This is an optimization exercise on Yosys and OpenROAD, whose aim is small area, a short achievable clock period and few clock cycles per item, not a production implementation. The RTL was checked by simulation tests, not by an equivalence proof against the original design. No activity file was given, so power comes from the tool's default toggle rates.

### flow/run.sh
#!/bin/bash
# The standard layout, with clock tree synthesis told not to add dummy loads.
# Each tool's full output stays in ORFS's own logs under orfs/logs; make's output
# goes to flow_make.log in this folder.
set -euo pipefail
export CTS_ARGS="-sink_clustering_enable -repair_clock_nets -sink_clustering_size 30 -sink_clustering_max_diameter 60 -dont_use_dummy_load"
bash standard.sh > flow_make.log 2>&1
### standard.sh
#!/bin/bash
# synth_recipe.tcl (not shown) runs the flow's synth.tcl, then flattens the netlist and writes it again
# the make line also repeats each setting of config.mk as NAME=value (left out here)
make -C /OpenROAD-flow-scripts/flow DESIGN_CONFIG=/design/flow/config.mk WORK_HOME=/design/flow/orfs CLKGATE_MAP_FILE= SYNTH_SCRIPT=/design/flow/synth_recipe.tcl "${@:-finish}"
### config.mk
export PLATFORM = sky130hd
export DESIGN_NAME = time_binned_event_histogram
export DESIGN_NICKNAME = time_binned_event_histogram
export VERILOG_FILES = /design/flow/design.v
export SDC_FILE = /design/flow/constraint.sdc
export NUM_CORES = 4
export LEC_CHECK = 0
export ABC_AREA = 1
export CAP_MARGIN = 20
export CORE_MARGIN = 2
export CORE_UTILIZATION = 50
export CTS_CLUSTER_DIAMETER = 60
export CTS_CLUSTER_SIZE = 30
export SETUP_SLACK_MARGIN = 4.35
export SLEW_MARGIN = 20
### constraint.sdc
create_clock -name core_clock -period 7.0 [get_ports {clk}]
set_input_delay 1.4000 -clock core_clock [delete_from_list [all_inputs] [get_ports {clk}]]
set_output_delay 1.4000 -clock core_clock [all_outputs]
set_load 0.01 [all_outputs]
### design.v
package tbeh_pkg;
	localparam int MAX_BINS_DEF   = 64;
	localparam int COUNT_BITS_DEF = 16;
	localparam int TIME_W      = 32;
	localparam int BOUND_W     = 40;
	localparam int BIN_COUNT_W = 7;
	localparam int OPCODE_W    = 2;
	localparam int BIN_IDX_W   = 6;
	localparam int COUNT_OUT_W = 24;
	localparam int CFG_IDX_W   = 2;
	localparam int CFG_DATA_W  = 32;
	localparam logic [OPCODE_W-1:0] OP_CLEAR = 2'd0;
	localparam logic [OPCODE_W-1:0] OP_ADD   = 2'd1;
	localparam logic [OPCODE_W-1:0] OP_READ  = 2'd2;
	localparam logic [OPCODE_W-1:0] OP_SPARE = 2'd3;
	localparam logic [CFG_IDX_W-1:0] CFG_START  = 2'd0;
	localparam logic [CFG_IDX_W-1:0] CFG_WIDTH  = 2'd1;
	localparam logic [CFG_IDX_W-1:0] CFG_COUNT  = 2'd2;
	localparam logic [CFG_IDX_W-1:0] CFG_FILTER = 2'd3;
	localparam logic [TIME_W-1:0]      RST_START = 32'd0;
	localparam logic [TIME_W-1:0]      RST_WIDTH = 32'd1;
	localparam logic [BIN_COUNT_W-1:0] RST_COUNT = 7'd50;
	typedef struct packed {
		logic clear;
		logic step;
	} cur_cmd_t;
	typedef struct packed {
		logic advance;
		logic in_range;
	} cur_stat_t;
endpackage
module tbeh_ram #(
	parameter int WIDTH = 32,
	parameter int DEPTH = 64,
	parameter int SW    = 8,
	parameter int SR    = 8,
	parameter int NQ    = 3
) (
	input  logic                     clk,
	input  logic                     arst_n,
	input  logic [NQ-1:0]            wv,        
	input  logic [NQ-1:0]            wload,     
	input  logic [5:0]               wbin_in,
	input  logic [NQ*WIDTH-1:0]      wdata,     
	output logic [NQ-1:0]            wdone,     
	output logic [NQ-1:0]            wtap_d,    
	input  logic                     rstart,    
	input  logic                     rnext,     
	output logic                     rhit,      
	output logic [WIDTH-1:0]         rdata
);
	localparam int KW = DEPTH / SW;
	localparam int KR = DEPTH / SR;
	localparam int LW = $clog2(SW);
	localparam int LR = $clog2(SR);
	logic [5:0]             ph_q;
	logic [DEPTH*WIDTH-1:0] ring_q;
	logic [DEPTH*WIDTH-1:0] ring_d;
	logic [5:0]             x_q [NQ];
	logic [5:0]             rx_q;
	logic [NQ-1:0]          at;
	logic [WIDTH-1:0]       wbus;
	logic [KW-1:0]          wtap;
	always_ff @(posedge clk or negedge arst_n) begin
		if (!arst_n) begin
			ph_q <= '0;
		end else begin
			ph_q <= ph_q + 6'd1;
		end
	end
	logic [5:0] x_d [NQ];
	always_comb begin
		for (int q = 0; q < NQ; q++) begin
			x_d[q]    = wload[q] ? (ph_q + 6'd1 - wbin_in) : (x_q[q] + 6'd1);
			wtap_d[q] = x_d[q][LW-1:0] == '0;
		end
	end
	always_ff @(posedge clk) begin
		for (int q = 0; q < NQ; q++) begin
			x_q[q] <= x_d[q];
		end
		if (rstart) begin
			rx_q <= ph_q;
		end else if (!rnext) begin
			rx_q <= rx_q + 6'd1;
		end
	end
	always_comb begin
		wbus = '0;
		wtap = '0;
		for (int q = 0; q < NQ; q++) begin
			at[q] = wv[q] && (x_q[q][LW-1:0] == '0);
			if (at[q]) begin
				wbus = wbus | wdata[q*WIDTH +: WIDTH];
			end
			for (int k = 0; k < KW; k++) begin
				if (at[q] && x_q[q][5:LW] == k) begin
					wtap[k] = 1'b1;
				end
			end
		end
	end
	assign wdone = at;
	always_comb begin
		ring_d = {ring_q[(DEPTH-1)*WIDTH-1:0], ring_q[DEPTH*WIDTH-1:(DEPTH-1)*WIDTH]};
		for (int k = 0; k < KW; k++) begin
			if (wtap[k]) begin
				ring_d[k*SW*WIDTH +: WIDTH] = wbus;
			end
		end
	end
	always_ff @(posedge clk) begin
		ring_q <= ring_d;
	end
	assign rhit = rx_q[LR-1:0] == '0;
	always_comb begin
		rdata = ring_q[WIDTH-1:0];
		for (int k = 1; k < KR; k++) begin
			if (rx_q[5:LR] == k) begin
				rdata = ring_q[k*SR*WIDTH +: WIDTH];
			end
		end
	end
endmodule
module tbeh_gt #(
	parameter int W = 32
) (
	input  logic [W-1:0] a,
	input  logic [W-1:0] b,
	output logic         gt,
	output logic         eq
);
	localparam int L = $clog2(W);
	logic [W-1:0] g [L+1];
	logic [W-1:0] e [L+1];
	always_comb begin
		g[0] = a & ~b;
		e[0] = ~(a ^ b);
		for (int l = 1; l <= L; l++) begin
			g[l] = '0;
			e[l] = '0;
			for (int i = 0; i < (W >> l); i++) begin
				g[l][i] = g[l-1][2*i+1] | (e[l-1][2*i+1] & g[l-1][2*i]);
				e[l][i] = e[l-1][2*i+1] & e[l-1][2*i];
			end
		end
		gt = g[L][0];
		eq = e[L][0];
	end
endmodule
module tbeh_add #(
	parameter int W = 32
) (
	input  logic [W-1:0] a,
	input  logic [W-1:0] b,
	output logic [W:0]   s
);
	localparam int L = $clog2(W);
	logic [W-1:0] g [L+1];
	logic [W-1:0] p [L+1];
	always_comb begin
		g[0] = a & b;
		p[0] = a ^ b;
		for (int l = 1; l <= L; l++) begin
			g[l] = g[l-1];
			p[l] = p[l-1];
			for (int i = 0; i < W; i++) begin
				if ((i >> (l - 1)) % 2 == 1) begin
					g[l][i] = g[l-1][i] | (p[l-1][i] & g[l-1][((i >> (l - 1)) << (l - 1)) - 1]);
					p[l][i] = p[l-1][i] & p[l-1][((i >> (l - 1)) << (l - 1)) - 1];
				end
			end
		end
		s[0] = p[0][0];
		for (int i = 1; i < W; i++) begin
			s[i] = p[0][i] ^ g[L][i-1];
		end
		s[W] = g[L][W-1];
	end
endmodule
module tbeh_cursor (
	input  logic        clk,
	input  logic        arst_n,
	input  logic        wr_width,    
	input  logic        clr0,        
	input  logic        shift,       
	input  logic        step,        
	input  logic [31:0] start_time,
	input  logic [31:0] bin_width,
	input  logic [31:0] cmp_time,    
	input  logic [6:0]  bins_used,
	output logic [8:0]  cmp,
	output logic        bounds_busy, 
	output logic        fix_busy,    
	output logic        in_range,    
	output logic        in_range2,   
	output logic        in_range_d,  
	output logic        in_range2_d,
	output logic [6:0]  cursor
);
	logic [6:0]  c_q;
	logic        ir_q, ir2_q;    
	logic [32:0] b_q, b2_q, b3_q;
	logic [32:0] add_s;
	logic [1:0]  fix_q;          
	logic [2:0]  gh, eh, gl;
	logic        half;
	tbeh_add #(.W(32)) u_add (
		.a (b3_q[31:0]),
		.b (bin_width),
		.s (add_s)
	);
	logic [32:0] bnd [3];
	assign bnd[0] = b_q;
	assign bnd[1] = b2_q;
	assign bnd[2] = b3_q;
	for (genvar j = 0; j < 3; j++) begin : g_cmp
		logic ghi, ehi, glo, elo;
		tbeh_gt #(.W(16)) u_hi (.a (cmp_time[31:16]), .b (bnd[j][31:16]), .gt (ghi), .eq (ehi));
		tbeh_gt #(.W(16)) u_lo (.a (cmp_time[15:0]),  .b (bnd[j][15:0]),  .gt (glo), .eq (elo));
		assign cmp[3*j +: 3] = {ghi && !bnd[j][32], ehi && !bnd[j][32], glo};
	end
	assign bounds_busy = wr_width || (fix_q != 2'd0);
	assign fix_busy    = fix_q != 2'd0;
	assign in_range    = ir_q;
	assign in_range2   = ir2_q;
	assign cursor      = c_q;
	assign half = (fix_q == 2'd1) || (fix_q == 2'd2);
	always_ff @(posedge clk or negedge arst_n) begin
		if (!arst_n) begin
			c_q   <= '0;
			b_q   <= 33'd1;
			fix_q <= 2'd3;
		end else begin
			if (wr_width || fix_q == 2'd3) begin
				fix_q <= 2'd1;
			end else if (fix_q == 2'd1) begin
				fix_q <= 2'd2;
			end else begin
				fix_q <= 2'd0;
			end
			if (clr0) begin
				c_q <= '0;
			end else if (step) begin
				c_q <= c_q + 7'd1;
			end
			if (shift) begin
				b_q <= b2_q;
			end
		end
	end
	always_comb begin
		if (clr0) begin
			in_range_d  = 1'b1;
			in_range2_d = bins_used > 7'd1;
		end else if (step) begin
			in_range_d  = ir2_q;
			in_range2_d = (c_q + 7'd2) < bins_used;
		end else begin
			in_range_d  = c_q < bins_used;
			in_range2_d = (c_q + 7'd1) < bins_used;
		end
	end
	always_ff @(posedge clk) begin
		ir_q  <= in_range_d;
		ir2_q <= in_range2_d;
		if (shift || half) begin
			b2_q <= b3_q;
		end
		if (clr0) begin
			b3_q <= {1'b0, start_time};
		end else if (wr_width || fix_q == 2'd3) begin
			b3_q <= b_q;
		end else if (shift || half) begin
			b3_q <= {add_s[32] | b3_q[32], add_s[31:0]};
		end
	end
endmodule
module time_binned_event_histogram #(
	parameter int MAX_BINS   = tbeh_pkg::MAX_BINS_DEF,
	parameter int COUNT_BITS = tbeh_pkg::COUNT_BITS_DEF
) (
	input  logic                                clk,
	input  logic                                arst_n,
	input  logic                                cfg_we,
	input  logic [tbeh_pkg::CFG_IDX_W-1:0]      cfg_index,
	input  logic [tbeh_pkg::CFG_DATA_W-1:0]     cfg_data,
	input  logic                                in_valid,
	output logic                                in_stall,
	input  logic [tbeh_pkg::OPCODE_W-1:0]       opcode,
	input  logic [tbeh_pkg::TIME_W-1:0]         event_time,
	input  logic                                passes_filter,
	output logic                                out_valid,
	input  logic                                out_stall,
	output logic [tbeh_pkg::BIN_IDX_W-1:0]      bin_index,
	output logic [tbeh_pkg::COUNT_OUT_W-1:0]    local_count,
	output logic [tbeh_pkg::COUNT_OUT_W-1:0]    global_count,
	output logic [tbeh_pkg::COUNT_OUT_W-1:0]    local_peak,
	output logic [tbeh_pkg::COUNT_OUT_W-1:0]    global_peak,
	output logic                                last_bin
);
	localparam int CB = 16;
	localparam logic [CB-1:0] CNT_MAX = '1;
	logic [31:0] start_q;
	logic [31:0] width_q;
	logic [6:0]  n_q;         
	logic        filter_q;
	logic [6:0]  n_wr;
	always_comb begin
		if (cfg_data[6:0] == 7'd0) begin
			n_wr = 7'd1;
		end else if (cfg_data[6:0] > 7'd64) begin
			n_wr = 7'd64;
		end else begin
			n_wr = cfg_data[6:0];
		end
	end
	always_ff @(posedge clk or negedge arst_n) begin
		if (!arst_n) begin
			start_q  <= 32'd0;
			width_q  <= 32'd1;
			n_q      <= 7'd50;
			filter_q <= 1'b0;
		end else begin
			if (cfg_we) begin
				case (cfg_index)
					tbeh_pkg::CFG_START:  start_q  <= cfg_data;
					tbeh_pkg::CFG_WIDTH:  width_q  <= cfg_data;
					tbeh_pkg::CFG_COUNT:  n_q      <= n_wr;
					default:              filter_q <= cfg_data[0];
				endcase
			end
		end
	end
	logic        m_v;
	logic [3:0]  m_opv;       
	logic [3:0]  m_opv_d;
	logic [3:0]  in_opv;
	logic [31:0] m_t;
	logic        m_p;
	logic [8:0]  m_cmp;              
	logic        m_c1, m_c2, m_c3;
	logic        m_k;                
	logic        m_cv;               
	logic [8:0]  cmp;
	logic [8:0]  m_cmp_d;
	logic        m_k_d, m_cv_d;
	logic        in_stall_q;         
	logic        bounds_busy;
	logic        fix_busy;
	logic        recmp;              
	logic        shift;
	logic [31:0] cmp_time;
	logic        m_done;
	logic        m_free;
	assign in_stall = in_stall_q;
	assign m_free   = !m_v || m_done;
	assign m_v = |m_opv;
	always_comb begin
		in_opv = '0;
		if (in_valid) begin
			in_opv[opcode] = 1'b1;
		end
	end
	assign m_opv_d = !in_stall_q ? in_opv : (m_done ? 4'd0 : m_opv);
	always_ff @(posedge clk or negedge arst_n) begin
		if (!arst_n) begin
			m_opv      <= '0;
			in_stall_q <= 1'b0;
		end else begin
			m_opv      <= m_opv_d;
			in_stall_q <= in_stall_d;
		end
	end
	assign cmp_time = recmp ? m_t : event_time;
	always_comb begin
		m_c1 = m_cmp[2] || (m_cmp[1] && m_cmp[0]);
		m_c2 = m_cmp[5] || (m_cmp[4] && m_cmp[3]);
		m_c3 = m_cmp[8] || (m_cmp[7] && m_cmp[6]);
	end
	assign m_cmp_d = (!in_stall_q || recmp) ? cmp : m_cmp;
	always_ff @(posedge clk) begin
		m_cmp <= m_cmp_d;
		if (!in_stall_q) begin
			m_t <= event_time;
			m_p <= passes_filter;
		end
	end
	logic        is_add, is_clr, is_rd, is_nop;
	logic [1:0]  clrph_q;     
	logic        clr1, clr2;
	logic        add_go;      
	logic        gt1, gt2, in_range, in_range2;
	logic        in_range_d, in_range2_d;
	logic        rd_active_d;
	logic [1:0]  clrph_d;
	logic        in_stall_d;
	logic [6:0]  cursor;
	logic        want_step, step, add_done, land, take;
	logic        wq_full;
	logic        rd_active_q;
	logic        rd_all_q;
	logic        out_free;
	logic        rd_start;
	assign is_add = m_opv[tbeh_pkg::OP_ADD];
	assign is_clr = m_opv[tbeh_pkg::OP_CLEAR];
	assign is_rd  = m_opv[tbeh_pkg::OP_READ];
	assign is_nop = m_opv[tbeh_pkg::OP_SPARE];
	assign clr1 = is_clr && (clrph_q == 2'd0) && !rd_active_q && !fix_busy;
	assign clr2 = is_clr && (clrph_q != 2'd0);
	tbeh_cursor u_cursor (
		.clk         (clk),
		.arst_n      (arst_n),
		.wr_width    (cfg_we && (cfg_index == tbeh_pkg::CFG_WIDTH)),
		.clr0        (clr1),
		.shift       (shift),
		.step        (step),
		.start_time  (start_q),
		.bin_width   (width_q),
		.cmp_time    (cmp_time),
		.bins_used   (n_q),
		.cmp         (cmp),
		.bounds_busy (bounds_busy),
		.fix_busy    (fix_busy),
		.in_range    (in_range),
		.in_range2   (in_range2),
		.in_range_d  (in_range_d),
		.in_range2_d (in_range2_d),
		.cursor      (cursor)
	);
	assign recmp     = is_add && !m_cv;
	assign add_go    = is_add && m_cv;
	assign gt1       = m_k ? m_c2 : m_c1;
	assign gt2       = m_k ? m_c3 : m_c2;
	assign want_step = add_go && in_range && gt1;
	assign step      = want_step && !wq_full;
	assign shift     = step || clr2;
	assign add_done  = add_go && (!want_step || (step && !(gt2 && in_range2)));
	assign land      = add_done && (want_step ? in_range2 : in_range);
	assign take      = !filter_q || m_p;
	assign rd_start  = is_rd && (!rd_active_q || (rd_all_q && out_free));
	assign m_done    = is_nop || rd_start || (clr2 && clrph_q == 2'd3) || add_done;
	assign clrph_d = (clr1 || clr2) ? clrph_q + 2'd1 : clrph_q;
	always_ff @(posedge clk or negedge arst_n) begin
		if (!arst_n) begin
			clrph_q <= 2'd0;
		end else begin
			clrph_q <= clrph_d;
		end
	end
	always_comb begin
		m_k_d  = m_k;
		m_cv_d = m_cv;
		if (!in_stall_q || recmp) begin
			m_k_d  = shift;
			m_cv_d = !bounds_busy;
		end else if (step) begin
			m_k_d  = 1'b1;
			m_cv_d = !m_k;
		end
	end
	always_ff @(posedge clk) begin
		m_k  <= m_k_d;
		m_cv <= m_cv_d;
	end
	logic [CB-1:0] acc_l, acc_g, lpk, gpk;
	logic [CB-1:0] l_inc, g_inc;
	assign g_inc = acc_g + CB'(1);
	assign l_inc = acc_l + CB'(1);
	always_ff @(posedge clk or negedge arst_n) begin
		if (!arst_n) begin
			acc_l <= '0;
			acc_g <= '0;
			lpk   <= '0;
			gpk   <= '0;
		end else if (clr1) begin
			acc_l <= '0;
			acc_g <= '0;
			lpk   <= '0;
			gpk   <= '0;
		end else if (step) begin
			acc_g <= {{(CB-1){1'b0}}, land};
			acc_l <= {{(CB-1){1'b0}}, land && take};
			if (land && gpk == '0) begin
				gpk <= CB'(1);
			end
			if (land && take && lpk == '0) begin
				lpk <= CB'(1);
			end
		end else if (land) begin
			if (acc_g != CNT_MAX) begin
				acc_g <= g_inc;
				if (acc_g == gpk) begin
					gpk <= g_inc;
				end
			end
			if (take && acc_l != CNT_MAX) begin
				acc_l <= l_inc;
				if (acc_l == lpk) begin
					lpk <= l_inc;
				end
			end
		end
	end
	localparam int NQ = 3;
	logic [NQ-1:0]      wq_v;
	logic [NQ*2*CB-1:0] wq_data;
	logic [NQ-1:0]      wq_done;
	logic [NQ-1:0]      wq_free;
	logic [NQ-1:0]      wq_push;
	logic [NQ-1:0]      wq_v_d;
	logic [NQ-1:0]      wq_at_d;    
	assign wq_free = ~wq_v | wq_done;
	assign wq_full = wq_free == '0;
	always_comb begin
		wq_push = '0;
		for (int q = NQ - 1; q >= 0; q--) begin
			if (wq_free[q]) begin
				wq_push = '0;
				wq_push[q] = step;
			end
		end
	end
	assign wq_v_d = clr1 ? '0 : (wq_push | (wq_v & ~wq_done));
	always_ff @(posedge clk or negedge arst_n) begin
		if (!arst_n) begin
			wq_v <= '0;
		end else begin
			wq_v <= wq_v_d;
		end
	end
	always_ff @(posedge clk) begin
		for (int q = 0; q < NQ; q++) begin
			if (wq_free[q]) begin
				wq_data[q*2*CB +: 2*CB]  <= {acc_l, acc_g};
			end
		end
	end
	always_comb begin
		logic c1n, c2n, c3n, g1n, g2n, fulln, wantn, stepn, addn, donen;
		c1n   = m_cmp_d[2] || (m_cmp_d[1] && m_cmp_d[0]);
		c2n   = m_cmp_d[5] || (m_cmp_d[4] && m_cmp_d[3]);
		c3n   = m_cmp_d[8] || (m_cmp_d[7] && m_cmp_d[6]);
		g1n   = m_k_d ? c2n : c1n;
		g2n   = m_k_d ? c3n : c2n;
		fulln = (~wq_v_d | wq_at_d) == '0;
		wantn = m_cv_d && in_range_d && g1n;
		stepn = wantn && !fulln;
		addn  = m_cv_d && (!wantn || (stepn && !(g2n && in_range2_d)));
		donen = m_opv_d[tbeh_pkg::OP_SPARE] ||
			(m_opv_d[tbeh_pkg::OP_READ] && !rd_active_d) ||
			(m_opv_d[tbeh_pkg::OP_CLEAR] && clrph_d == 2'd3) ||
			(m_opv_d[tbeh_pkg::OP_ADD] && addn);
		in_stall_d = (m_opv_d != '0) && !donen;
	end
	logic [5:0]    rd_i_q;
	logic [6:0]    cs_q;
	logic [2*CB-1:0] accs_q;
	logic          rhit;
	logic [2*CB-1:0] rdata;
	logic          rd_load;
	logic          rd_last;
	logic [2*CB-1:0] rd_word;
	tbeh_ram #(
		.WIDTH (2 * CB),
		.DEPTH (64),
		.SW    (8),
		.SR    (8),
		.NQ    (NQ)
	) u_ram (
		.clk    (clk),
		.arst_n (arst_n),
		.wv      (wq_v),
		.wload   (wq_free),
		.wbin_in (cursor[5:0]),
		.wdata   (wq_data),
		.wdone   (wq_done),
		.wtap_d  (wq_at_d),
		.rstart  (rd_start),
		.rnext   (rd_load),
		.rhit    (rhit),
		.rdata  (rdata)
	);
	logic        out_valid_q;
	logic [5:0]  oidx_q;
	logic [CB-1:0] olcnt_q, ogcnt_q, olpk_q, ogpk_q;
	logic        olast_q;
	assign out_free = !out_valid_q || !out_stall;
	assign rd_load  = rd_active_q && !rd_all_q && rhit && out_free;
	assign rd_last  = {1'b0, rd_i_q} == (n_q - 7'd1);
	assign rd_word  = ({1'b0, rd_i_q} < cs_q) ? rdata :
		(({1'b0, rd_i_q} == cs_q) ? accs_q : '0);
	assign rd_active_d = rd_start ? 1'b1 : ((rd_all_q && out_free) ? 1'b0 : rd_active_q);
	always_ff @(posedge clk or negedge arst_n) begin
		if (!arst_n) begin
			rd_active_q <= 1'b0;
			rd_all_q    <= 1'b0;
			out_valid_q <= 1'b0;
		end else begin
			rd_active_q <= rd_active_d;
			if (rd_start) begin
				rd_all_q <= 1'b0;
			end else if (rd_load && rd_last) begin
				rd_all_q <= 1'b1;
			end
			if (rd_load) begin
				out_valid_q <= 1'b1;
			end else if (!out_stall) begin
				out_valid_q <= 1'b0;
			end
		end
	end
	always_ff @(posedge clk) begin
		if (rd_start) begin
			rd_i_q <= '0;
			cs_q   <= cursor;
			accs_q <= {acc_l, acc_g};
			olpk_q <= lpk;
			ogpk_q <= filter_q ? gpk : lpk;
		end else if (rd_load) begin
			rd_i_q <= rd_i_q + 6'd1;
		end
		if (rd_load) begin
			oidx_q  <= rd_i_q;
			olcnt_q <= rd_word[2*CB-1:CB];
			ogcnt_q <= rd_word[CB-1:0];
			olast_q <= rd_last;
		end
	end
	assign out_valid    = out_valid_q;
	assign bin_index    = oidx_q;
	assign local_count  = {8'd0, olcnt_q};
	assign global_count = {8'd0, ogcnt_q};
	assign local_peak   = {8'd0, olpk_q};
	assign global_peak  = {8'd0, ogpk_q};
	assign last_bin     = olast_q;
endmodule
==> results of run 1 <==
[cells in the mapped netlist, types with 5 or more instances]
cell      instances
nor3_1           26
o21a_1            6
buf_2            40
buf_4            36
dfxtp_1        2086
o211ai_1         13
o31ai_1           5
a21o_1            7
o221ai_1         23
buf_6             5
dfstp_2           7
o21bai_1          6
nand2_1         823
mux2_2          252
a21oi_1         168
nor4_1           22
mux2i_1          32
nand4_1          57
nand3b_1          5
mux2_1            7
o22ai_1          20
o21ai_2           6
a211oi_1          6
o21ai_0         357
inv_2            13
edfxtp_1        310
nor2_1          190
inv_1           350
a31oi_1           7
o21ai_1          35
dfrtp_1         190
xnor2_1          13
fa_1              6
or2_2             5
xor2_1           52
clkbuf_1         98
ha_1            174
nand2_2           7
nand3_1         138
[kinds of logic after synthesis]
| logic type | Yosys count | synth area share (%) |
|---|---|---|
| AOI/OAI and AO/OA | 679 | 5.08 |
| xor gates and xnor gates | 65 | 0.773 |
| adders and majority gates | 180 | 3.12 |
| buffers and inverters | 549 | 3.11 |
| DFF | 2593 | 76.1 |
| muxes | 291 | 4.40 |
| other | 1 | 0.00509 |
| and+or+nand+nor | 1297 | 7.42 |
[metrics by stage]
| step | total power, uW | util [%] | setup WS [ns] | hold WS (ns) |
|---|---|---|---|---|
| global route | 32400 | 57.3 | 4.00 | 0.280 |
| finish | 31100 | 57.3 | 4.13 | 0.286 |
| global placement | 22100 | 53.0 | 2.64 | 0.310 |
| detailed placement | 22200 | 53.0 | 2.55 | 0.312 |
| floorplan | 20100 | - | 4.10 | 0.310 |
| CTS | 30800 | 56.8 | 4.05 | 0.287 |
[power groups by stage]
stage / registers [uW] / clock network (uW) / logic (uW)
finish: 16800 / 7950 / 6340
global route: 16900 / 8660 / 6940
CTS: 16800 / 8130 / 5910
detailed placement: 17100 / 0 / 5120
global placement: 17100 / 0 / 5000
floorplan: 16800 / 0 / 3300
[metal layers]
metal  vias to the layer above  routed length (um)
met1                     19319               80200
met5                         -                   0
met4                         0                4700
met2                       996               71300
met3                       262                8980
li1                      19103                   -
[worst reg2reg max path, delay by kind of cell (launching register included)]
family | cells | cell delay, ns
compound gates | 3 | 0.23
buf+inv | 4 | 0.22
fa+ha+maj | 3 | 0.95
flops | 1 | 0.55
simple gates | 9 | 0.65
[area by class of cell]
cell class | instances | area [um2] | area share [%]
timing repair inverter | 6 | 46.3 | 0.0553
clock buffer | 141 | 3530 | 4.22
tap | 1917 | 2400 | 2.87
timing repair buffer | 306 | 3140 | 3.75
inverter | 366 | 1470 | 1.75
antenna | 1 | 2.50 | 0.00299
multi-input combinational | 2553 | 17100 | 20.4
sequential | 2593 | 56000 | 67.0
[sequential cells by signal, indices dropped and copies added (netlist names), 18 cells and up]
register       count
u_ram.x_q         18
u_cursor.b2_q     33
width_q           32
u_cursor.b_q      33
u_ram.ring_q    2048
wq_data           96
m_t               32
start_q           32
accs_q            32
u_cursor.b3_q     33
[how the worst min path moves through the flow]
| stage | to | slack (ns) | from |
|---|---|---|---|
| after floorplan | u_ram.ring_q[1000] | 0.31 | u_ram.ring_q[968] |
| after global placement | u_ram.ring_q[374] | 0.31 | u_ram.ring_q[342] |
| after detailed placement | u_ram.ring_q[1011] | 0.31 | u_ram.ring_q[979] |
| after CTS | u_ram.ring_q[1426] | 0.29 | u_ram.ring_q[1394] |
| after global routing | u_ram.ring_q[1426] | 0.28 | u_ram.ring_q[1394] |
| final | u_ram.ring_q[421] | 0.29 | u_ram.ring_q[389] |
[repair_timing]
action,in CTS,in global routing
setup endpoints to repair,644,434
setup buffers,67,34
pin swaps,113,43
resized for setup,614,116
cloned,24,8
==> run_results.csv, run 1 <==
group,metric,value,unit
layout,final_common_cell,"dfxtp_1",
power_and_ir_drop,seqPwrFrac,54.0,%
power_and_ir_drop,pwr-share-clk,25.6,%
die,start_util,50.4,%
worst_setup_path,path_cells,"buf_2",
global_route,grt_pass1_vias,38325,
logic_synthesis,ys_warn_count,13,
logic_synthesis,synth_ff_type,"dfxtp_1",
logic_synthesis,yosysSeqAreaShare,76.1,%
worst_setup_path,ff2ff_path_depth,19,
timing,max_freq,0.349,GHz
logic_synthesis,async_flop_share,7.60,%
routing,routedWlPerCell,20.9,um
clock_network,clkLatencyLatePin,0.80,ns
timing,worstMarginPinSlew,0.911,ns
logic_synthesis,synth_cell_types,71,
global_route,grt.met2_usage,32.4,%
routing,routed_wirelength,165000,um
die,core,0.146,mm2
clock_network,clockBufferDepth,3,
logic_synthesis,netlist_instances,5655,
power_and_ir_drop,switchingPower,9120,uW
worst_setup_path,rrSetupSlack,4.15,ns
routing,drc,0,
power_and_ir_drop,combPwrFrac,20.4,%
worst_setup_path,worstSetupEndpointType,"output port",
placed_design,dpl.cell_count,7608,
routing,ant_nets,0,
layout,drive_above_1_share,16.0,%
clock_network,htree_levels,4,
logic_synthesis,synth_top_cell_area_share,56.7,%
logic_synthesis,syn_avg_cell_area,13.0,um2
worst_setup_path,critPathRequiredTime,5.60,ns
routing,dr_total_vias,39680,
worst_setup_path,cp_slowest_cell,"edfxtp_1",
timing,skew,0.0844,ns
global_route,grt.met3_usage,3.33,%
global_route,grt_antenna_before_repair,1,
die,ioPinCount,179,
timing,finalSetupTns,0,ns
routing,firstDrtPassIters,7,
logic_synthesis,synth.area.top_cells,"dfxtp_1, edfxtp_1, dfrtp_1",
timing,slew_violations,0,
layout,area_growth,13.7,%
power_and_ir_drop,p_per_area,371,mW/mm2
worst_setup_path,critPathTopFamily,"flip-flops",
outcome,outcome,"no timing/DRC/antenna violations",
clock_network,cts_sinks,2593,
global_route,grt.overflow.total,0,
timing,setup_violations,0,
power_and_ir_drop,peakVddDrop,0.205,mV
layout,final_cells,7883,
placed_design,dpl_cell_area,0.0774,mm2
worst_setup_path,critPathLaunch,"ogcnt_q[4]",
placed_design,gp_congestion,0.870,
worst_hold_path,hp-class,"register to register",
clock_network,cts_hold_buf,0,
timing,fin_crit_sh,41.0,%
job,maxCapViolations,0,
layout,fin_nets,6221,
die,die-area,0.150,mm2
die,die_y,388,um
worst_setup_path,critPathBufInv,1,
logic_synthesis,synth_edf_count,310,
global_route,grtUsageTotal,21.6,%
layout,layout_common_cells,"dfxtp_1, nand2_1, o21ai_0",
worst_setup_path,cp_data_arrival_time,1.47,ns
global_route,grt-busiest-layer,"met2",
worst_setup_path,timing.setup.critical_path_class,"register to output port",
layout,design_area,0.0837,mm2
worst_setup_path,start_kind,"register",
placed_design,place.port_buffers,146,
global_route,grt_max_degree,142,
power_and_ir_drop,p_sw_share,29.4,%
logic_synthesis,synthesis.area,0.0736,mm2
timing,fin_crit,2.87,ns
worst_setup_path,worst-path-max-fanout,1,
placed_design,hpwl,95700,um
die,die_w,388,um
global_route,grt_use_met1,32.2,%
worst_setup_path,crit_cells,1,
routing,vias_per_cell,5.03,
layout,fillers,11799,
timing,grt_setup_unrepaired,"true",
power_and_ir_drop,p_int,21900,uW
clock_network,root_buffer,"clkbuf_16",
clock_network,cts_tree,"yes",
clock_network,path_clk_slew,0.10,ns
timing,max_slew_margin,39.3,%
logic_synthesis,synth_top_cell_by_area,"dfxtp_1",
worst_setup_path,critical_path.max_stage_delay,0.49,ns
clock_network,cts_buffers,141,
power_and_ir_drop,leakage,0.0354,uW
worst_hold_path,worstHoldPathCells,0,
worst_setup_path,worstSetupEndpoint,"global_count[4]",
timing,finalHoldViolations,0,
routing,drtIter0Drc,2925,
worst_setup_path,r2r-start,"width_q[0]",
global_route,grt_pass1_wl,242000,um
die,num_rows,140,
worst_setup_path,r2r-end,"u_cursor.b3_q[16]",
logic_synthesis,synth_seq_cells,2593,
Testbench counts, summed over its fixed seeds: cycles 15,662, items 10,368.
==> run 2: changes to the inputs <==
--- a/config.mk
+++ b/config.mk
@@ -10,6 +10,6 @@
 export CORE_MARGIN = 2
-export CORE_UTILIZATION = 50
+export CORE_UTILIZATION = 60
 export CTS_CLUSTER_DIAMETER = 60
 export CTS_CLUSTER_SIZE = 30
-export SETUP_SLACK_MARGIN = 4.35
+export SETUP_SLACK_MARGIN = 4.2
 export SLEW_MARGIN = 20
==> run 2 against run 1 <==
Effect of this change: still clean; non-clock buffer count down 40; global-route usage up 3.5 points; wire length down 4.4%; synthesized cell count unchanged; synthesized area unchanged; clock skew down 0.017 ns; cell count down 4.2%; total power down 1.3%; count of clock-buffer cells in the layout up 1; critical path depth up 18; register-to-register slack worse by 0.14 ns; first-iteration DRC count up 2.6%; largest power group unchanged.
==> run_results.csv, run 2 <==
group,metric,value,unit
outcome,outcome,"no timing/DRC/antenna violations",
worst_setup_path,critPathTopFamily,"adder cells",
worst_hold_path,hp-start,"u_ram.ring_q[1985]",
logic_synthesis,post-synth-top-count-cell,"dfxtp_1",
clock_network,cts_hold_buf,0,
logic_synthesis,yosysSeqAreaShare,76.1,%
worst_setup_path,worstSetupEndpointType,"register",
worst_hold_path,hp-class,"register to register",
routing,firstDrtPassIters,6,
clock_network,clkLatencyLatePin,0.79,ns
logic_synthesis,synth_edf_count,310,
timing,fin_crit_sh,42.7,%
clock_network,cts_tree,"yes",
placed_design,dpl_cell_area,0.0770,mm2
layout,drive_above_1_share,15.3,%
layout,finish.utilization,68.0,%
timing,skew,0.0675,ns
logic_synthesis,ys_top_cells_by_count,"dfxtp_1, nand2_1, o21ai_0",
routing,routed_wirelength,158000,um
timing,fin_crit,2.99,ns
logic_synthesis,synth_seq_cells,2593,
routing,ant_nets,0,
timing,max_slew_margin,43.3,%
die,die-area,0.125,mm2
timing,slew_violations,0,
die,ioPinCount,179,
power_and_ir_drop,p_per_area,371,mW/mm2
layout,layout_common_cells,"dfxtp_1, nand2_1, o21ai_0",
layout,largest_reg_flops,2048,
worst_setup_path,cp_common_cell,"inv_2",
logic_synthesis,netlist_instances,5655,
worst_setup_path,critPathBufInv,4,
worst_hold_path,worst_hold_path.endpoint,"u_ram.ring_q[2017]",
logic_synthesis,async_flop_share,7.60,%
clock_network,cts_buffers,142,
logic_synthesis,synth.area.top_cells,"dfxtp_1, edfxtp_1, dfrtp_1",
worst_setup_path,rrSetupSlack,4.01,ns
logic_synthesis,synth_top_cell_area_share,56.7,%
timing,setup_violations,0,
global_route,grt_pass1_wl,236000,um
global_route,grt.overflow.total,0,
global_route,grt_max_degree,109,
timing,grt_setup_unrepaired,"true",
logic_synthesis,ys_warn_count,13,
worst_setup_path,critPathRequiredTime,7.49,ns
global_route,grt_pass1_vias,38534,
placed_design,hpwl,94300,um
routing,routedWlPerCell,20.9,um
timing,finalSetupTns,0,ns
layout,fin_nets,6183,
die,start_util,60.5,%
worst_hold_path,worstHoldPathCells,0,
routing,drc,0,
worst_setup_path,r2r-end,"u_cursor.b3_q[16]",
logic_synthesis,synthesis.area,0.0736,mm2
global_route,grt_antenna_before_repair,2,
clock_network,root_buffer,"clkbuf_16",
die,core,0.122,mm2
layout,design_area,0.0827,mm2
worst_setup_path,start_kind,"register",
job,maxCapViolations,0,
worst_setup_path,critPathLaunch,"width_q[0]",
worst_setup_path,r2r-start,"width_q[0]",
worst_setup_path,cp_slowest_cell,"dfstp_2",
timing,max_freq,0.335,GHz
die,die_y,354,um
timing,layout_setup_ws,4.01,ns
clock_network,clockBufferDepth,3,
power_and_ir_drop,leakage,0.0351,uW
die,num_rows,128,
power_and_ir_drop,peakVddDrop,0.287,mV
placed_design,gp_congestion,0.880,
clock_network,htree_levels,4,
global_route,grtUsageTotal,25.0,%
layout,final_cells,7553,
layout,area_growth,12.4,%
placed_design,pre_cts_ws,2.67,ns
worst_setup_path,worst-path-max-fanout,4,
worst_setup_path,cp_data_arrival_time,3.48,ns
layout,top_regs,"u_ram.ring_q (2048), wq_data (96)",
routing,drtIter0Drc,3002,
routing,dr_total_vias,39621,
logic_synthesis,synth_cell_types,71,
placed_design,place.port_buffers,146,
clock_network,path_clk_slew,0.09,ns
placed_design,dpl.cell_count,7316,
timing,worstMarginPinSlew,0.851,ns
worst_setup_path,critical_path.max_stage_delay,0.55,ns
routing,vias_per_cell,5.25,
layout,registers.top_by_ff_count,"u_ram.ring_q",
worst_setup_path,ff2ff_path_depth,19,
worst_setup_path,path_cells,"ha_4 > inv_2 > fa_2 > inv_2 > nand3_2 > nand2_2 > nand2_1 > nand2_2 > nand3_2 > nand2_4 > a21oi_4 > inv_2 > nand2_2 > nand2_4 > inv_2 > fa_2 > nand2_1 > o21ai_1 > o21ai_1",
logic_synthesis,synth_ff_type,"dfxtp_1",
timing,finalHoldViolations,0,
logic_synthesis,synth_top_cell_by_area,"dfxtp_1",
clock_network,cts_sinks,2593,
logic_synthesis,syn_avg_cell_area,13.0,um2
worst_setup_path,timing.setup.critical_path_class,"register to register",
layout,final_common_cell,"dfxtp_1",
die,die_w,354,um
run 2: cell counts after synthesis:
Identical to the previous run, type by type.
run 2: cell families (layout without fill, tap and decap cells):
kind of cell	after synthesis	in the layout	synth area share, %
compound gates	679	680	5.08
xor+xnor	65	65	0.773
fa+ha+maj	180	180	3.12
buf+inv	549	777	3.11
flops	2593	2593	76.1
mux	291	291	4.40
other cells	1	33	0.00509
simple gates	1297	1309	7.42
run 2: timing repair:
item,4_1_cts,5_1_grt
cloned,17,4
gates resized for setup,475,197
setup buffers,40,33
endpoints found under the hold margin,0,0
setup endpoints to repair,577,263
pin swaps,50,80
run 2: layout make-up:
type | count | area [um2]
Timing Repair inverter | 3 | 22.5
Sequential cell | 2593 | 56000
Inverter | 366 | 1450
Tap cell | 1625 | 2030
Antenna cell | 1 | 2.50
Multi-Input combinational cell | 2557 | 17100
Fill cell | 8862 | 39000
Timing Repair Buffer | 266 | 2500
Clock buffer | 142 | 3550
run 2: metal layers:
metal	global-route usage (%)	wire length, um	vias to the layer above
li1	-	-	19064
met1	37.2	76100	19265
met2	38.7	69800	1044
met3	3.37	7950	248
met4	7.08	4040	0
met5	0	0	-
run 2: stage by stage:
| stage | power (uW) | hold slack (ns) |
|---|---|---|
| global placement | 21900 | 0.310 |
| global route | 32100 | 0.293 |
| CTS | 30400 | 0.290 |
| finish | 30700 | 0.286 |
| floorplan | 20100 | 0.310 |
| detailed placement | 22100 | 0.312 |
run 2: worst register-to-register path: stages (launching register included):
cell and delay, ns:
dfstp_2 0.55, ha_4 0.13, inv_2 0.03, fa_2 0.33, inv_2 0.10, nand3_2 0.08
nand2_2 0.08, nand2_1 0.06, nand2_2 0.10, nand3_2 0.10, nand2_4 0.09, a21oi_4 0.07
inv_2 0.08, nand2_2 0.06, nand2_4 0.08, inv_2 0.04, fa_2 0.51, nand2_1 0.05
o21ai_1 0.10, o21ai_1 0.07
run 2: how the worst max path moves through the flow:
stage / endpoint / slack [ns] / cells after the start
after floorplan: u_cursor.b3_q[16] / 4.10 / 20
after detailed placement: u_cursor.b3_q[11] / 2.67 / 13
after global routing: u_cursor.b3_q[17] / 3.89 / 20
after CTS: u_cursor.b3_q[17] / 3.96 / 20
after global placement: u_cursor.b3_q[14] / 2.76 / 14
final: u_cursor.b3_q[16] / 4.01 / 19
run 2: power breakdown:
part           total, uW  leakage, uW  internal [uW]  switching [uW]
Combinational       6020       0.0108           2110            3910
Clock               7940      0.00175           3610            4330
Sequential         16700       0.0226          16100             618
==> run 3: changes to the inputs <==
--- a/config.mk
+++ b/config.mk
@@ -10,5 +10,6 @@
 export CORE_MARGIN = 2
-export CORE_UTILIZATION = 60
+export CORE_UTILIZATION = 50
 export CTS_CLUSTER_DIAMETER = 60
 export CTS_CLUSTER_SIZE = 30
+export PLACE_DENSITY = 0.75
 export SETUP_SLACK_MARGIN = 4.2
==> run 3 against run 2 <==
Effect of this change: setup slack improved by 0.093 ns; register-to-register slack improved by 0.15 ns; largest power group unchanged; highest routed layer is now met5; sequential power barely moved; flip-flop and latch count did not move; largest cell class unchanged; global-route usage fell by 4.6 points; non-clock buffer count fell by 7; sequential share of layout area rose by 0.44 points.
==> run_results.csv, run 3 <==
group,metric,value,unit
worst_setup_path,cp_data_arrival_time,3.52,ns
worst_hold_path,hp-class,"register to register",
logic_synthesis,synth_top_cell_by_area,"dfxtp_1",
die,die_y,388,um
global_route,grt_antenna_before_repair,1,
logic_synthesis,synth_top_cell_area_share,56.7,%
layout,drive_above_1_share,14.6,%
worst_setup_path,critPathTopFamily,"simple AND/OR/NAND/NOR gates",
layout,top_regs,"u_ram.ring_q (2048), wq_data (96)",
worst_setup_path,r2r-end,"u_cursor.b3_q[16]",
timing,layout_setup_ws,4.11,ns
worst_setup_path,path_cells,"clkdlybuf4s50_1 > nand2_2 > nand2_4 > ha_4 > a21oi_2 > nor2_1 > a211oi_2 > nand2_1 > nand2_2 > nand3_2 > nand3_1 > nand2_1 > a21boi_2 > nor2_4 > nor2_1 > nor2_1",
worst_setup_path,worst-path-max-fanout,3,
clock_network,cts_sinks,2593,
logic_synthesis,synth_cell_types,71,
timing,finalSetupTns,0,ns
global_route,grtUsageTotal,20.5,%
clock_network,clockBufferDepth,3,
clock_network,clkLatencyLatePin,0.76,ns
layout,largest_reg_flops,2048,
timing,fin_crit,2.89,ns
logic_synthesis,syn_avg_cell_area,13.0,um2
clock_network,root_buffer,"clkbuf_16",
worst_setup_path,critical_path.max_stage_delay,0.49,ns
layout,registers.top_by_ff_count,"u_ram.ring_q",
logic_synthesis,async_flop_share,7.60,%
timing,setup_violations,0,
logic_synthesis,post-synth-top-count-cell,"dfxtp_1",
timing,slew_violations,0,
logic_synthesis,yosysSeqAreaShare,76.1,%
placed_design,pre_cts_ws,2.42,ns
clock_network,path_clk_slew,0.10,ns
global_route,grt_max_degree,85,
logic_synthesis,synth_seq_cells,2593,
clock_network,cts_buffers,119,
placed_design,gp_congestion,0.909,
layout,final_common_cell,"dfxtp_1",
logic_synthesis,ys_warn_count,13,
power_and_ir_drop,peakVddDrop,0.251,mV
worst_setup_path,critPathRequiredTime,7.62,ns
worst_hold_path,worst_hold_path.endpoint,"u_ram.ring_q[168]",
worst_hold_path,worstHoldPathCells,0,
layout,layout_common_cells,"dfxtp_1, nand2_1, o21ai_0",
power_and_ir_drop,p_per_area,364,mW/mm2
timing,max_freq,0.345,GHz
layout,area_growth,11.7,%
clock_network,cts_hold_buf,0,
logic_synthesis,synth_ff_type,"dfxtp_1",
placed_design,place.port_buffers,146,
logic_synthesis,synth.area.top_cells,"dfxtp_1, edfxtp_1, dfrtp_1",
timing,skew,0.116,ns
job,maxCapViolations,0,
worst_setup_path,timing.setup.critical_path_class,"input port to register",
worst_setup_path,start_kind,"input port",
routing,firstDrtPassIters,6,
routing,drtIter0Drc,3336,
logic_synthesis,ys_top_cells_by_count,"dfxtp_1, nand2_1, o21ai_0",
global_route,grt_pass1_vias,39271,
die,start_util,50.4,%
routing,ant_nets,0,
layout,fillers,11347,
die,ioPinCount,179,
worst_setup_path,ff2ff_path_depth,19,
worst_setup_path,cp_slowest_cell,"clkdlybuf4s50_1",
worst_hold_path,hp-start,"u_ram.ring_q[136]",
global_route,grt.overflow.total,0,
worst_setup_path,critPathBufInv,1,
logic_synthesis,synth_edf_count,310,
worst_setup_path,critPathLaunch,"event_time[5]",
outcome,outcome,"no timing/DRC/antenna violations",
timing,finalHoldViolations,0,
logic_synthesis,netlist_instances,5655,
layout,fin_nets,6147,
die,num_rows,140,
worst_setup_path,rrSetupSlack,4.16,ns
routing,drc,0,
routing,vias_per_cell,5.17,
clock_network,htree_levels,3,
worst_setup_path,worstSetupEndpointType,"register",
timing,fin_crit_sh,41.4,%
routing,routed_wirelength,157000,um
die,core,0.146,mm2
worst_setup_path,cp_common_cell,"nor2_1",
timing,grt_setup_unrepaired,"true",
placed_design,hpwl,96300,um
worst_setup_path,r2r-start,"width_q[0]",
routing,dr_total_vias,40403,
timing,worstMarginPinSlew,0.865,ns
clock_network,cts_tree,"yes",
routing,routedWlPerCell,20.1,um
die,die-area,0.150,mm2
global_route,grt_pass1_wl,235000,um
die,die_w,388,um
logic_synthesis,synthesis.area,0.0736,mm2
power_and_ir_drop,leakage,0.0346,uW
timing,max_slew_margin,42.3,%
-- run 3: cell counts after synthesis --
Identical to the previous run, type by type.
-- run 3: where the power goes --
part           internal (uW)  leakage, uW  switching (uW)
clock network           3020      0.00147            4210
registers              16100       0.0226             677
logic                   2070       0.0106            3880
-- run 3: routing by layer --
metal | GRT usage (%) | vias up | share of wire, %
li1 | - | 18964 | -
met1 | 29.1 | 19784 | 46
met3 | 3.26 | 292 | 6.5
met2 | 31.7 | 1361 | 45
met5 | 0 | - | 0.0064
met4 | 7.44 | 2 | 3.4
-- run 3: cells by family after synthesis --
| group | Yosys count | share of synthesized area (%) |
|---|---|---|
| XOR/XNOR | 65 | 0.773 |
| multiplexers | 291 | 4.40 |
| adder cells (fa/ha/maj) | 180 | 3.12 |
| AND/OR/NAND/NOR | 1297 | 7.42 |
| other | 1 | 0.00509 |
| AO/OA/AOI/OAI | 679 | 5.08 |
| flip-flops | 2593 | 76.1 |
| buffers and inverters | 549 | 3.11 |
-- run 3: worst max-delay path by stage --
stage,to,slack [ns],cells past startpoint
global placement,u_cursor.b3_q[1],2.51,8
CTS,global_count[4],4.06,1
finish,in_stall_q,4.11,16
detailed placement,u_cursor.b3_q[1],2.42,8
global route,in_stall_q,4.01,15
floorplan,u_cursor.b3_q[16],4.10,20
-- run 3: area by class of cell --
type	instances	area, um2	share of cell area (%)
Sequential cell	2593	56000	68.2
Multi-Input combinational cell	2551	16900	20.6
Clock buffer	119	2980	3.62
Tap cell	1917	2400	2.92
Timing Repair Buffer	259	2380	2.89
Inverter	366	1440	1.75
Timing Repair inverter	3	22.5	0.0274
Antenna cell	4	10.0	0.0122
-- run 3: what timing repair did --
action / CTS / global route
cloned: 14 / 1
gates resized for setup: 519 / 139
pin swaps: 66 / 42
endpoints found under the setup margin: 613 / 259
setup buffers: 39 / 28
-- run 3: through the flow --
| stage | std cells | util [%] | area [um2] | power [uW] | hold slack (ns) |
|---|---|---|---|---|---|
| 6_report | 7812 | 56.3 | 82200 | 29900 | 0.259 |
| 5_1_grt | 7808 | 56.3 | 82200 | 31200 | 0.255 |
| 2_1_floorplan | 5686 | - | 73900 | 20100 | 0.310 |
| 3_3_place_gp | 7607 | 53.0 | 77300 | 21900 | 0.309 |
| 4_1_cts | 7779 | 55.8 | 81400 | 29600 | 0.256 |
| 3_5_place_dp | 7607 | 53.0 | 77300 | 22100 | 0.312 |
==> run 4: changes to the inputs <==
--- a/config.mk
+++ b/config.mk
@@ -13,3 +13,2 @@
 export CTS_CLUSTER_SIZE = 30
-export PLACE_DENSITY = 0.75
 export SETUP_SLACK_MARGIN = 4.2
==> run 4 against run 3 <==
Effect of this change: non-clock buffer count rose by 4; combinational power fell by 3%; cell count rose by 0.26%; count of clock-buffer cells in the layout rose by 18; synthesized area did not move; design area rose by 0.30%; hold slack improved by 0.014 ns; register-to-register slack improved by 0.03 ns; wire length rose by 1.3%; setup slack improved by 0.030 ns; flip-flop and latch count did not move; sequential power barely moved.
==> run_results.csv, run 4 <==
group,metric,value,unit
routing,routedWlPerCell,20.3,um
global_route,grt_antenna_before_repair,8,
placed_design,pre_cts_ws,2.82,ns
layout,fillers,11896,
logic_synthesis,synth_top_cell_area_share,56.7,%
layout,top_regs,"u_ram.ring_q (2048), wq_data (96)",
timing,fin_crit_sh,40.9,%
routing,dr_wl_met3,8180,um
logic_synthesis,yosysSeqAreaShare,76.1,%
die,ioPinCount,179,
global_route,grt_max_degree,108,
clock_network,path_clk_slew,0.10,ns
worst_setup_path,cp_data_arrival_time,1.46,ns
worst_setup_path,critical_path.max_stage_delay,0.50,ns
timing,layout_setup_ws,4.14,ns
die,num_rows,140,
global_route,grt_pass1_wl,235000,um
layout,final_cells,7832,
die,die_w,388,um
placed_design,dpl.cell_count,7609,
timing,slew_violations,0,
worst_setup_path,path_cells,"buf_2",
clock_network,cts_buffers,137,
clock_network,root_buffer,"clkbuf_16",
logic_synthesis,synth_edf_count,310,
routing,dr_wl_met2,68600,um
layout,area_growth,12.0,%
clock_network,cts_tree,"yes",
layout,fin_nets,6168,
routing,vias_per_cell,5.02,
layout,registers.top_by_ff_count,"u_ram.ring_q",
layout,largest_reg_flops,2048,
routing,highest_layer,"met4",
worst_setup_path,critPathTopFamily,"flip-flops",
power_and_ir_drop,peakVddDrop,0.306,mV
layout,drive_above_1_share,14.0,%
worst_setup_path,worstSetupEndpointType,"output port",
timing,max_freq,0.349,GHz
worst_setup_path,critPathBufInv,1,
power_and_ir_drop,p_per_area,369,mW/mm2
routing,drc,0,
timing,skew,0.0765,ns
clock_network,clockBufferDepth,3,
worst_setup_path,timing.setup.critical_path_class,"register to output port",
die,core,0.146,mm2
clock_network,cts_sinks,2593,
job,maxCapViolations,0,
routing,drtIter0Drc,2934,
clock_network,htree_levels,4,
power_and_ir_drop,leakage,0.0349,uW
placed_design,dpl_cell_area,0.0773,mm2
worst_setup_path,start_kind,"register",
die,start_util,50.4,%
timing,fin_crit,2.86,ns
clock_network,cts_hold_buf,0,
routing,firstDrtPassIters,6,
placed_design,hpwl,95200,um
routing,ant_nets,0,
die,die_y,388,um
logic_synthesis,ys_warn_count,13,
clock_network,clkLatencyLatePin,0.79,ns
timing,max_slew_margin,36.9,%
logic_synthesis,synth_cell_types,71,
worst_hold_path,hp-class,"register to register",
logic_synthesis,synthesis.area,0.0736,mm2
layout,layout_common_cells,"dfxtp_1, nand2_1, o21ai_0",
global_route,grtUsageTotal,20.7,%
logic_synthesis,netlist_instances,5655,
logic_synthesis,synth.area.top_cells,"dfxtp_1, edfxtp_1, dfrtp_1",
placed_design,place.port_buffers,146,
routing,dr_total_vias,39310,
logic_synthesis,syn_avg_cell_area,13.0,um2
timing,worstMarginPinSlew,0.946,ns
placed_design,gp_congestion,0.865,
logic_synthesis,synth_seq_cells,2593,
global_route,grt_pass1_vias,37698,
timing,finalSetupTns,0,ns
die,die-area,0.150,mm2
global_route,grt.overflow.total,0,
logic_synthesis,ys_top_cells_by_count,"dfxtp_1, nand2_1, o21ai_0",
timing,setup_violations,0,
logic_synthesis,synth_ff_type,"dfxtp_1",
timing,grt_setup_unrepaired,"true",
layout,final_common_cell,"dfxtp_1",
logic_synthesis,post-synth-top-count-cell,"dfxtp_1",
worst_setup_path,critPathRequiredTime,5.60,ns
logic_synthesis,async_flop_share,7.60,%
layout,design_area,0.0824,mm2
routing,routed_wirelength,159000,um
routing,met1Wirelength,78400,um
timing,finalHoldViolations,0,
worst_setup_path,worst-path-max-fanout,1,
worst_setup_path,cp_slowest_cell,"edfxtp_1",
outcome,outcome,"no timing/DRC/antenna violations",
logic_synthesis,synth_top_cell_by_area,"dfxtp_1",
run 4: what timing repair did:
action | CTS | global route
pin swaps | 54 | 22
resized for setup | 470 | 109
gates cloned | 12 | 8
endpoints found under the setup margin | 590 | 366
setup buffers | 39 | 24
run 4: through the flow:
step / hold slack, ns / total power [uW] / utilization (%)
2_1_floorplan: 0.310 / 20100 / -
3_3_place_gp: 0.309 / 22100 / 53.0
3_5_place_dp: 0.312 / 22200 / 53.0
4_1_cts: 0.277 / 30300 / 56.0
5_1_grt: 0.276 / 31800 / 56.5
6_report: 0.273 / 30400 / 56.5
run 4: area by class of cell:
cell class	count	area [um2]	area share (%)
Antenna cell	3	7.51	0.00911
Clock buffer	137	3430	4.16
Inverter	366	1430	1.73
Multi-Input combinational cell	2550	16600	20.2
Sequential cell	2593	56000	68.0
Tap cell	1917	2400	2.91
Timing Repair Buffer	263	2500	3.04
Timing Repair inverter	3	22.5	0.0273
run 4: logic make-up (layout without fill, tap and decap cells):
| family | count (synthesis) | in the layout | synth area share, % |
|---|---|---|---|
| flip-flops | 2593 | 2593 | 76.1 |
| AND/OR/NAND/NOR | 1297 | 1302 | 7.42 |
| AO/OA/AOI/OAI | 679 | 680 | 5.08 |
| buffers and inverters | 549 | 769 | 3.11 |
| multiplexers | 291 | 291 | 4.40 |
| adder cells (fa/ha/maj) | 180 | 180 | 3.12 |
| XOR/XNOR | 65 | 65 | 0.773 |
| other | 1 | 35 | 0.00509 |
run 4: where the power goes:
group	switching (uW)	total, uW	internal, uW
Sequential	694	16800	16100
Combinational	3800	5800	1990
Clock	4330	7830	3490
Total	8830	30400	21600
run 4: routing by layer:
| layer | GRT usage [%] | vias up |
|---|---|---|
| met5 | 0 | - |
| met2 | 30.9 | 924 |
| met1 | 31.4 | 19172 |
| met4 | 5.88 | 0 |
| li1 | - | 19006 |
| met3 | 3.10 | 208 |
run 4: path summary, 6_finish.rpt:
check	slack, ns	endpoint	cells past startpoint	from
worst max-delay path	4.14	local_peak[7]	1	olpk_q[7]
worst min-delay path	0.27	u_ram.ring_q[862]	0	u_ram.ring_q[830]
worst max register to register	4.19	u_cursor.b3_q[16]	19	width_q[0]
worst min register to register	0.27	u_ram.ring_q[862]	0	u_ram.ring_q[830]
max in group asynchronous	5.14	acc_l[0]	2	arst_n
min in group asynchronous	0.75	width_q[24]	1	arst_n
==> run 5: changes to the inputs <==
==> run.sh (new file) <==
#!/bin/bash
# synth_recipe.tcl (not shown) runs the flow's synth.tcl, then flattens the netlist and writes it again
# the make line also repeats each setting of config.mk as NAME=value (left out here)
make -C /OpenROAD-flow-scripts/flow DESIGN_CONFIG=/design/flow/config.mk WORK_HOME=/design/flow/orfs CLKGATE_MAP_FILE= SYNTH_SCRIPT=/design/flow/synth_recipe.tcl finish
--- a/config.mk
+++ b/config.mk
@@ -10,3 +10,3 @@
 export CORE_MARGIN = 2
-export CORE_UTILIZATION = 50
+export CORE_UTILIZATION = 35
 export CTS_CLUSTER_DIAMETER = 60
removed: flow/run.sh
removed: standard.sh
==> run 5 against run 4 <==
Effect of this change: still clean; total power up 4.9%; first-iteration DRC count up 4.1%; clock skew down 0.021 ns; global-route usage down 5.9 points; combinational power down 2%; setup slack worse by 0.040 ns; critical endpoint is now global_count[4].
==> run_results.csv, run 5 <==
group,metric,value,unit
worst_hold_path,worst_hold_path.endpoint,"u_ram.ring_q[956]",
layout,fillers,19510,
worst_setup_path,critical_path.max_stage_delay,0.49,ns
logic_synthesis,synth_cell_types,71,
logic_synthesis,async_flop_share,7.60,%
layout,layout_common_cells,"dfxtp_1, nand2_1, o21ai_0",
clock_network,cts_tree,"yes",
logic_synthesis,yosysSeqAreaShare,76.1,%
logic_synthesis,ys_warn_count,13,
placed_design,dpl_cell_area,0.0785,mm2
logic_synthesis,post-synth-top-count-cell,"dfxtp_1",
timing,setup_violations,0,
global_route,grt_antenna_before_repair,5,
job,maxCapViolations,0,
worst_setup_path,cp_data_arrival_time,1.50,ns
placed_design,gp_congestion,0.861,
die,die-area,0.214,mm2
logic_synthesis,synth_seq_cells,2593,
clock_network,cts_buffers,140,
layout,largest_reg_flops,2048,
placed_design,place.port_buffers,146,
worst_setup_path,critPathLaunch,"ogcnt_q[4]",
clock_network,cts_sinks,2593,
timing,max_freq,0.344,GHz
timing,max_slew_margin,41.2,%
routing,drtIter0Drc,3055,
layout,design_area,0.0847,mm2
logic_synthesis,synthesis.area,0.0736,mm2
worst_setup_path,timing.setup.critical_path_class,"register to output port",
layout,top_regs,"u_ram.ring_q (2048), wq_data (96)",
worst_setup_path,ff2ff_path_depth,20,
routing,ant_nets,0,
worst_setup_path,critPathBufInv,1,
clock_network,clockBufferDepth,3,
layout,final_common_cell,"dfxtp_1",
worst_hold_path,worstHoldPathCells,0,
timing,fin_crit_sh,41.5,%
logic_synthesis,netlist_instances,5655,
die,ioPinCount,179,
timing,worstMarginPinSlew,0.882,ns
routing,vias_per_cell,4.46,
clock_network,path_clk_slew,0.10,ns
worst_setup_path,worstSetupEndpointType,"output port",
outcome,outcome,"no timing/DRC/antenna violations",
timing,grt_setup_unrepaired,"true",
worst_setup_path,start_kind,"register",
global_route,grtUsageTotal,14.8,%
layout,area_growth,15.1,%
worst_hold_path,hp-start,"u_ram.ring_q[924]",
timing,holdWs,0.286,ns
global_route,grt.overflow.total,0,
logic_synthesis,synth_edf_count,310,
routing,firstDrtPassIters,5,
layout,drive_above_1_share,14.3,%
global_route,grt_pass1_vias,38862,
timing,skew,0.0555,ns
clock_network,root_buffer,"clkbuf_16",
routing,routedWlPerCell,18.2,um
timing,finalSetupTns,0,ns
logic_synthesis,synth_top_cell_area_share,56.7,%
routing,routed_wirelength,161000,um
die,start_util,35.2,%
logic_synthesis,synth_top_cell_by_area,"dfxtp_1",
logic_synthesis,ys_top_cells_by_count,"dfxtp_1, nand2_1, o21ai_0",
power_and_ir_drop,p_per_area,376,mW/mm2
timing,fin_crit,2.90,ns
worst_setup_path,path_cells,"buf_6",
worst_setup_path,critPathTopFamily,"flip-flops",
worst_hold_path,hp-class,"register to register",
global_route,grt_max_degree,75,
die,num_rows,168,
layout,registers.top_by_ff_count,"u_ram.ring_q",
clock_network,htree_levels,4,
logic_synthesis,synth_ff_type,"dfxtp_1",
worst_setup_path,cp_slowest_cell,"edfxtp_1",
routing,drc,0,
power_and_ir_drop,peakVddDrop,0.202,mV
worst_setup_path,rrSetupSlack,4.15,ns
worst_setup_path,r2r-start,"width_q[0]",
logic_synthesis,synth.area.top_cells,"dfxtp_1, edfxtp_1, dfrtp_1",
global_route,grt_pass1_wl,242000,um
placed_design,hpwl,96900,um
timing,finalHoldViolations,0,
die,die_y,463,um
die,die_w,463,um
worst_setup_path,critPathRequiredTime,5.60,ns
worst_setup_path,r2r-end,"u_cursor.b3_q[17]",
power_and_ir_drop,leakage,0.0355,uW
layout,fin_nets,6167,
worst_setup_path,worst-path-max-fanout,1,
timing,slew_violations,0,
die,core,0.209,mm2
logic_synthesis,syn_avg_cell_area,13.0,um2
clock_network,clkLatencyLatePin,0.82,ns
routing,dr_total_vias,39362,
[run 5: cell counts after synthesis]
No cell type changed its count.
[run 5: metal layers]
metal | global-route usage, % | routed length [um]
met1 | 20.8 | 77100
met2 | 23.5 | 72600
met4 | 4.32 | 3820
met3 | 2.35 | 7190
met5 | 0 | 0
[run 5: area by class of cell]
class / count / area, um2 / area share [%]
Antenna cell: 2 / 5.00 / 0.00591
Sequential cell: 2593 / 56000 / 66.1
Tap cell: 2805 / 3510 / 4.14
Timing Repair Buffer: 258 / 2480 / 2.93
Multi-Input combinational cell: 2552 / 16300 / 19.2
Clock buffer: 170 / 3850 / 4.54
Clock inverter: 85 / 1100 / 1.30
Inverter: 366 / 1440 / 1.70
Timing Repair inverter: 2 / 15.0 / 0.0177
[run 5: power by group]
group / internal, uW / switching, uW
Clock: 4310 / 5190
Sequential: 16100 / 586
Combinational: 1890 / 3830
Total: 22300 / 9600
[run 5: cell families (layout without fill, tap and decap cells)]
group,count (synthesis),count (layout),synth area share [%]
other cells,1,34,0.00509
mux,291,291,4.40
simple gates,1297,1304,7.42
xor+xnor,65,65,0.773
compound gates,679,680,5.08
buf+inv,549,881,3.11
flops,2593,2593,76.1
fa+ha+maj,180,180,3.12
[run 5: through the flow]
| stage | utilization, % | instances | total power, uW | setup slack [ns] |
|---|---|---|---|---|
| 2_1_floorplan | - | 5686 | 20100 | 4.10 |
| 3_3_place_gp | 37.5 | 8502 | 22100 | 2.51 |
| 3_5_place_dp | 37.5 | 8502 | 22200 | 2.44 |
| 4_1_cts | 40.2 | 8802 | 32000 | 4.03 |
| 5_1_grt | 40.5 | 8833 | 33400 | 3.96 |
| 6_report | 40.5 | 8833 | 31900 | 4.10 |
[run 5: worst max-delay path by stage]
| stage | end | slack (ns) | cells past startpoint |
|---|---|---|---|
| 2_1_floorplan | u_cursor.b3_q[16] | 4.10 | 20 |
| 3_3_place_gp | u_cursor.b3_q[3] | 2.51 | 8 |
| 3_5_place_dp | u_cursor.b3_q[5] | 2.44 | 8 |
| 4_1_cts | global_count[4] | 4.03 | 1 |
| 5_1_grt | u_cursor.b3_q[17] | 3.96 | 20 |
| 6_report | global_count[4] | 4.10 | 1 |
[run 5: what timing repair did]
action                                 in CTS  in global routing
resized for setup                         462                 44
endpoints found under the hold margin       0                  0
pin swaps                                  30                  9
cloned                                     13                  5
hold buffers                                0                  0
buffers inserted                           32                 23
setup endpoints to repair                 610                386

port drivers added, routing unchanged:
The results above use ideal ports. As a check the final layouts listed here were re-extracted and re-timed, cells and wires unchanged.
Step 1: set_driving_cell puts a clkbuf_16 on clk and a buf_2 on each other input, an assumption about the parent block.
Step 2 moves the port delays by t, midway between the first and last clock arrival at a register: inputs arrive t later, outputs are due t later. That takes back most of the time a late clock gives input paths.
Three values: ideal ports, drivers, drivers and shift; two values: the first two.
run | t (ns) | setup slack, ns | worst register clock-pin slew, ns | worst slew at a driven data input, ns | pins driven straight from the clock port
run 1 | 0.838 | 4.132 / 4.055 / 3.460 | 0.11 / 0.11 | 0.06 | 1
run 2 | 0.829 | 4.012 / 3.966 / 3.473 | 0.10 / 0.10 | 0.07 | 1
run 3 | 0.796 | 4.105 / 4.038 / 3.363 | 0.11 / 0.11 | 0.06 | 1
run 4 | 0.828 | 4.135 / 4.057 / 3.369 | 0.11 / 0.11 | 0.06 | 1
run 5 | 0.888 | 4.095 / 4.006 / 3.278 | 0.11 / 0.11 | 0.05 | 1
After both steps every run listed still meets setup and hold. For run 5, which loses most, drivers alone change the setup slack by -0.089 ns; drivers and shift together by -0.817 ns.
